From an optimization exercise on the open Yosys and OpenROAD flow, aimed at a short achievable clock period and few clock cycles per item; shortcuts taken in it are not production practice. For this run, only the layout was checked, not whether the RTL still works. Power figures rest on the tool's default switching activity, not on a simulated workload.

### flow/run.sh
#!/bin/bash
# synth_recipe.tcl (not shown) runs the flow's synth.tcl, then flattens the netlist and writes it again
# the make line also repeats each setting of config.mk as NAME=value (left out here)
make -C /OpenROAD-flow-scripts/flow DESIGN_CONFIG=/design/flow/config.mk WORK_HOME=/design/flow/orfs CLKGATE_MAP_FILE= SYNTH_SCRIPT=/design/flow/synth_recipe.tcl finish
### flow/config.mk
export PLATFORM = sky130hd
export DESIGN_NAME = fetch_top
export DESIGN_NICKNAME = fetch_top
export VERILOG_FILES = /design/flow/design.v
export SDC_FILE = /design/flow/constraint.sdc
export NUM_CORES = 4
export LEC_CHECK = 0
export ABC_CLOCK_PERIOD_IN_PS = 2500
export CAP_MARGIN = 20
export CORE_MARGIN = 2
export CORE_UTILIZATION = 45
export SETUP_SLACK_MARGIN = 3.3
export SLEW_MARGIN = 20
export SYNTH_MEMORY_MAX_BITS = 8192
### flow/constraint.sdc
create_clock -name core_clock -period 6.0 [get_ports {clk}]
set_input_delay 1.2000 -clock core_clock [delete_from_list [all_inputs] [get_ports {clk}]]
set_output_delay 1.2000 -clock core_clock [all_outputs]
set_load 0.01 [all_outputs]
### flow/design.v
package fetch_pkg;
	typedef logic [15:0] word_t;	 
	typedef logic [15:0] addr_t;	 
	typedef logic [2:0]  flags_t;	 
	typedef logic [2:0]  cond_t;	 
	typedef enum logic [1:0] {
		BK_B,	 
		BK_BR,	 
		BK_PCS,	 
		BK_HLT	 
	} branch_kind_t;
	localparam int FLAG_Z = 0;	 
	localparam int FLAG_V = 1;	 
	localparam int FLAG_N = 2;	 
	localparam cond_t COND_NE = 3'd0;	 
	localparam cond_t COND_EQ = 3'd1;	 
	localparam cond_t COND_GT = 3'd2;	 
	localparam cond_t COND_LT = 3'd3;	 
	localparam cond_t COND_GE = 3'd4;	 
	localparam cond_t COND_LE = 3'd5;	 
	localparam cond_t COND_OV = 3'd6;	 
	localparam cond_t COND_AL = 3'd7;	 
	localparam logic [3:0] OP_B   = 4'hC;
	localparam logic [3:0] OP_BR  = 4'hD;
	localparam logic [3:0] OP_PCS = 4'hE;
	localparam logic [3:0] OP_HLT = 4'hF;
	localparam int OPC_HI  = 15;	 
	localparam int OPC_LO  = 12;
	localparam int COND_HI = 11;	 
	localparam int COND_LO = 9;
	localparam int OFF_HI  = 8;	 
	localparam int OFF_LO  = 0;
endpackage
module pc_control #(
	parameter logic [7:0] IDX = 8'd0
) (
	input  fetch_pkg::word_t w,	 
	input  logic [7:0]       tv,	 
	input  logic [7:0]       rt_idx,	 
	output logic [7:0]       nidx,	 
	output logic [1:0]       ncls	 
);
	logic       taken;
	logic [9:0] rel;	 
	assign taken = tv[w[fetch_pkg::COND_HI:fetch_pkg::COND_LO]];
	assign rel   = {2'b00, IDX} + 10'd1 + {w[8], w[8:0]};
	always_comb begin
		if (w[15:12] == fetch_pkg::OP_B && taken) begin
			nidx = rel[7:0];
			ncls = rel[9:8];
		end else if (w[15:12] == fetch_pkg::OP_BR && taken) begin
			nidx = rt_idx;
			ncls = 2'b10;
		end else begin
			nidx = IDX + 8'd1;
			ncls = (IDX == 8'hFF) ? 2'b01 : 2'b00;
		end
	end
endmodule
module fetch_unit #(
	parameter int OUT_CREDITS = 2
) (
	input  logic              clk,
	input  logic              arst_n,
	input  logic              start,
	input  fetch_pkg::flags_t flags,
	input  fetch_pkg::addr_t  reg_target,
	input  logic              out_credit,
	input  logic [4095:0]     words,
	input  logic [2047:0]     nidx,
	input  logic [511:0]      ncls,
	input  logic [255:0]      hlt,
	output logic [7:0]        tv,	 
	output logic [7:0]        rt_idx,
	output logic              out_valid,
	output fetch_pkg::addr_t  out_pc,
	output fetch_pkg::word_t  out_instr
);
	localparam int CW = $clog2(OUT_CREDITS + 1);
	logic             start_r;
	fetch_pkg::addr_t rt;
	logic             fz, fv, fn;
	always_ff @(posedge clk or negedge arst_n) begin
		if (!arst_n)
			start_r <= 1'b0;
		else
			start_r <= start;
	end
	assign fz = flags[fetch_pkg::FLAG_Z];
	assign fv = flags[fetch_pkg::FLAG_V];
	assign fn = flags[fetch_pkg::FLAG_N];
	always_ff @(posedge clk) begin
		rt <= reg_target;
		tv <= {1'b1, fv, fz | fn, fz | (~fz & ~fn), fn, ~fz & ~fn, fz, ~fz};
	end
	assign rt_idx = rt[8:1];
	logic [255:0] cur;
	logic [7:0]   a_idx;
	logic [1:0]   a_cin;	 
	logic [6:0]   a_uprev;	 
	logic         a_bprev;
	logic [6:0]   a_up;	 
	logic         a_b0;
	logic         a_run;	 
	logic [7:0]   n_idx;
	logic [1:0]   n_cls;
	logic         n_hlt;
	logic         adv;	 
	mem_arbiter #(.N(256), .W(8)) u_rd_idx (.sel(cur), .data(nidx), .q(n_idx));
	mem_arbiter #(.N(256), .W(2)) u_rd_cls (.sel(cur), .data(ncls), .q(n_cls));
	mem_arbiter #(.N(256), .W(1)) u_rd_hlt (.sel(cur), .data(hlt), .q(n_hlt));
	always_comb begin
		a_b0 = a_bprev;
		case (a_cin)
			2'b01:   a_up = a_uprev + 7'd1;
			2'b11:   a_up = a_uprev - 7'd1;
			2'b10: begin
				a_up = rt[15:9];
				a_b0 = rt[0];
			end
			default: a_up = a_uprev;
		endcase
	end
	always_ff @(posedge clk) begin
		if (start_r) begin
			cur     <= 256'd1;
			a_idx   <= 8'd0;
			a_cin   <= 2'b00;
			a_uprev <= 7'd0;
			a_bprev <= 1'b0;
		end else if (adv) begin
			for (int j = 0; j < 256; j++)
				cur[j] <= (n_idx == 8'(j));
			a_idx   <= n_idx;
			a_cin   <= n_cls;
			a_uprev <= a_up;
			a_bprev <= a_b0;
		end
	end
	always_ff @(posedge clk or negedge arst_n) begin
		if (!arst_n)
			a_run <= 1'b0;
		else if (start_r)
			a_run <= 1'b1;
		else if (adv && n_hlt)
			a_run <= 1'b0;	 
	end
	logic [15:0]  lo_sel;
	logic [15:0]  hi_sel;
	logic [255:0] grp;
	logic [15:0]  word;
	always_comb
		for (int j = 0; j < 16; j++) begin
			lo_sel[j] = (a_idx[3:0] == 4'(j));
			hi_sel[j] = (a_idx[7:4] == 4'(j));
		end
	for (genvar g = 0; g < 16; g++) begin : g_grp
		mem_arbiter #(.N(16), .W(16)) u_rd (
			.sel(lo_sel), .data(words[256*g +: 256]), .q(grp[16*g +: 16])
		);
	end
	mem_arbiter #(.N(16), .W(16)) u_rd_grp (.sel(hi_sel), .data(grp), .q(word));
	logic [CW-1:0] cnt;	 
	logic [CW-1:0] cnt_next;
	logic          o_valid;	 
	logic          o_valid_next;
	assign adv = ~o_valid | out_valid;
	always_ff @(posedge clk) begin
		if (adv) begin
			out_pc    <= {a_up, a_idx, a_b0};
			out_instr <= word;
		end
	end
	assign o_valid_next = adv ? (a_run & ~start_r) : 1'b1;
	assign cnt_next     = cnt + CW'(out_valid) - CW'(out_credit);
	always_ff @(posedge clk or negedge arst_n) begin
		if (!arst_n) begin
			o_valid   <= 1'b0;
			out_valid <= 1'b0;
			cnt       <= '0;
		end else begin
			o_valid   <= o_valid_next;
			out_valid <= o_valid_next && (cnt_next < CW'(OUT_CREDITS));
			cnt       <= cnt_next;
		end
	end
endmodule
module program_loader (
	input  logic             clk,
	input  logic             arst_n,
	input  logic             ld_valid,
	input  fetch_pkg::addr_t ld_addr,
	input  fetch_pkg::word_t ld_data,
	output logic             ld_credit,
	output logic             we,	 
	output logic [7:0]       widx,	 
	output fetch_pkg::word_t wdata
);
	always_ff @(posedge clk or negedge arst_n) begin
		if (!arst_n)
			we <= 1'b0;	 
		else
			we <= ld_valid;
	end
	always_ff @(posedge clk) begin
		widx  <= ld_addr[8:1];
		wdata <= ld_data;
	end
	assign ld_credit = we;
endmodule
module mem_arbiter #(
	parameter int N = 256,
	parameter int W = 8
) (
	input  logic [N-1:0]   sel,	 
	input  logic [N*W-1:0] data,
	output logic [W-1:0]   q
);
	always_comb begin
		q = '0;
		for (int i = 0; i < N; i++)
			q = q | (data[W*i +: W] & {W{sel[i]}});
	end
endmodule
module imem (
	input  logic             clk,
	input  logic             we,
	input  logic [7:0]       widx,
	input  fetch_pkg::word_t wdata,
	input  logic [7:0]       tv,
	input  logic [7:0]       rt_idx,
	output logic [4095:0]    words,	 
	output logic [2047:0]    nidx,	 
	output logic [511:0]     ncls,	 
	output logic [255:0]     hlt
);
	for (genvar i = 0; i < 256; i++) begin : g_ent
		logic [7:0] ni;
		logic [1:0] nc;
		always_ff @(posedge clk) begin
			if (we && widx == 8'(i))
				words[16*i +: 16] <= wdata;
		end
		pc_control #(.IDX(8'(i))) u_pc (
			.w(words[16*i +: 16]), .tv(tv), .rt_idx(rt_idx),
			.nidx(ni), .ncls(nc)
		);
		always_ff @(posedge clk) begin
			nidx[8*i +: 8] <= ni;
			ncls[2*i +: 2] <= nc;
		end
		assign hlt[i] = (words[16*i+12 +: 4] == fetch_pkg::OP_HLT);
	end
endmodule
module fetch_top #(
	parameter int MEM_WORDS    = 256,
	parameter int LOAD_CREDITS = 4,
	parameter int OUT_CREDITS  = 2
) (
	input  logic              clk,
	input  logic              arst_n,
	input  logic              ld_valid,
	input  fetch_pkg::addr_t  ld_addr,
	input  fetch_pkg::word_t  ld_data,
	input  logic              start,
	input  fetch_pkg::flags_t flags,
	input  fetch_pkg::addr_t  reg_target,
	input  logic              out_credit,
	output logic              ld_credit,
	output logic              out_valid,
	output fetch_pkg::addr_t  out_pc,
	output fetch_pkg::word_t  out_instr
);
	logic             we;
	logic [7:0]       widx;
	fetch_pkg::word_t wdata;
	logic [7:0]       tv;
	logic [7:0]       rt_idx;
	logic [4095:0]    words;
	logic [2047:0]    nidx;
	logic [511:0]     ncls;
	logic [255:0]     hlt;
	program_loader u_loader (
		.clk(clk), .arst_n(arst_n),
		.ld_valid(ld_valid), .ld_addr(ld_addr), .ld_data(ld_data),
		.ld_credit(ld_credit), .we(we), .widx(widx), .wdata(wdata)
	);
	imem u_imem (
		.clk(clk), .we(we), .widx(widx), .wdata(wdata),
		.tv(tv), .rt_idx(rt_idx),
		.words(words), .nidx(nidx), .ncls(ncls), .hlt(hlt)
	);
	fetch_unit #(.OUT_CREDITS(OUT_CREDITS)) u_fetch (
		.clk(clk), .arst_n(arst_n), .start(start),
		.flags(flags), .reg_target(reg_target), .out_credit(out_credit),
		.words(words), .nidx(nidx), .ncls(ncls), .hlt(hlt),
		.tv(tv), .rt_idx(rt_idx),
		.out_valid(out_valid), .out_pc(out_pc), .out_instr(out_instr)
	);
endmodule
==> summary.md <==
| Metric | Value |
|---|---|
| Clock sink count | around 7000 |
| Synth area leaders | edfxtp_1 41%, dfxtp_1 19%, a22o_1 4.5% |
| Number of flops mapped to enable cells by yosys | about 4100 |
| First Error | [ERROR GRT-0116] Global routing finished with congestion. Check the congestion regions in the DRC Viewer. |
| Grt ovf | 3845 |
| Vias in the first global route | 315585 |
| Number of synthesized register bits | 7016 |
| Top cell types by occurrence after synthesis | 4128 x edfxtp_1, 2881 x dfxtp_1, 2854 x nor2_1 |
| Simple-Gate Fraction of Synth Area | 9.94% |
| Mux contribution to synthesized area | 6.17% |
| Post-Syn Nets | 26255 |
| Ys flop type | edfxtp_1 |
| Row cnt | a little over 300 |
| Synth unique cells | 70 |
| Synth top area share | approximately 40% |
| Largest family of logic cells by synthesized area | compound AO/OA/AOI/OAI gates |
| Synth Area in Adders | about 1.1% |
| Placed Area | approximately 330000 um^2 |
| H-tree depth | 6 |
| Largest net degree at the start of global routing | 109 |
| TritonCTS buffer count | between 700 and 800 |
| DPL Wire Length | around 2100000 um |
| Mapped Cells | 25936 |
| I/O pins | 90 |
| Fraction of registers with async set/reset | less than 1% |
| Die Y | 828 um |
| Die X | around 830 um |
| Clock Tree Buf Depth | 4 |
| Exit stage | 5_1_grt |
| RD Place Congestion | between 1 and 1.5 |
| Starting Density | a little under half |
| Compound-gate portion of the synthesized area | roughly 16% |
| GRT Util Overall | roughly 86% |
| Placed cell count | 35025 |
| Sequential fraction of the synthesis area | between 50% and 60% |
| Synth Cell Area | about 310000 um^2 |
| Cell with the most instances after synthesis | edfxtp_1 |
| Synth area leader | edfxtp_1 |
| Yosys warning total | 263 |
| First-pass GRT wire length | ~3900000 um |
| Status | did not finish |
| Port buffer count | around 80 |
| Syn_area_per_cell | about 12 um^2 |
| Root Buffer | clkbuf_16 |
| Post-Synth XOR/XNOR Area | under 10% |
kinds of logic after synthesis:
group                      after synthesis
muxes                                 1561
DFF                                   7016
xor gates and xnor gates              1460
and+or+nand+nor                       6604
AOI/OAI and AO/OA                     6527
buffers and inverters                 2505
adders and majority gates              263
layer usage:
layer,GRT overflow,track usage [%]
met1,123,87.1
met5,23,64.6
met2,2346,93.4
met3,134,79.3
met4,1219,79.6
worst max-delay path by stage:
stage	from	end
after CTS	u_fetch.a_idx[0]	u_fetch.out_instr[15]
after detailed placement	u_fetch.cur[216]	u_fetch.cur[143]
after global placement	u_fetch.cur[89]	u_fetch.cur[143]
after floorplan	u_fetch.cur[21]	u_fetch.cur[244]
power groups by stage:
stage | combinational [W] | sequential [W] | clock (W)
2_1_floorplan | 0.00770 | 0.0528 | 0
3_5_place_dp | 0.0207 | 0.0533 | 0
4_1_cts | 0.0228 | 0.0522 | 0.0494
3_3_place_gp | 0.0206 | 0.0533 | 0
what timing repair did:
item | in CTS
cloned | 57
setup endpoints to repair | 6495
pin swaps | 556
hold buffers | 0
gates resized for setup | 2593
setup buffers | 486
metrics by stage:
stage / power (W) / hold WS (ns) / util, % / worst slack [ns]
CTS: 0.124 / 0.230 / 55.2 / 1.98
floorplan: 0.0605 / 0.406 / - / 3.39
detailed placement: 0.0740 / 0.454 / 48.8 / 0.548
global placement: 0.0740 / 0.455 / 48.7 / 0.488
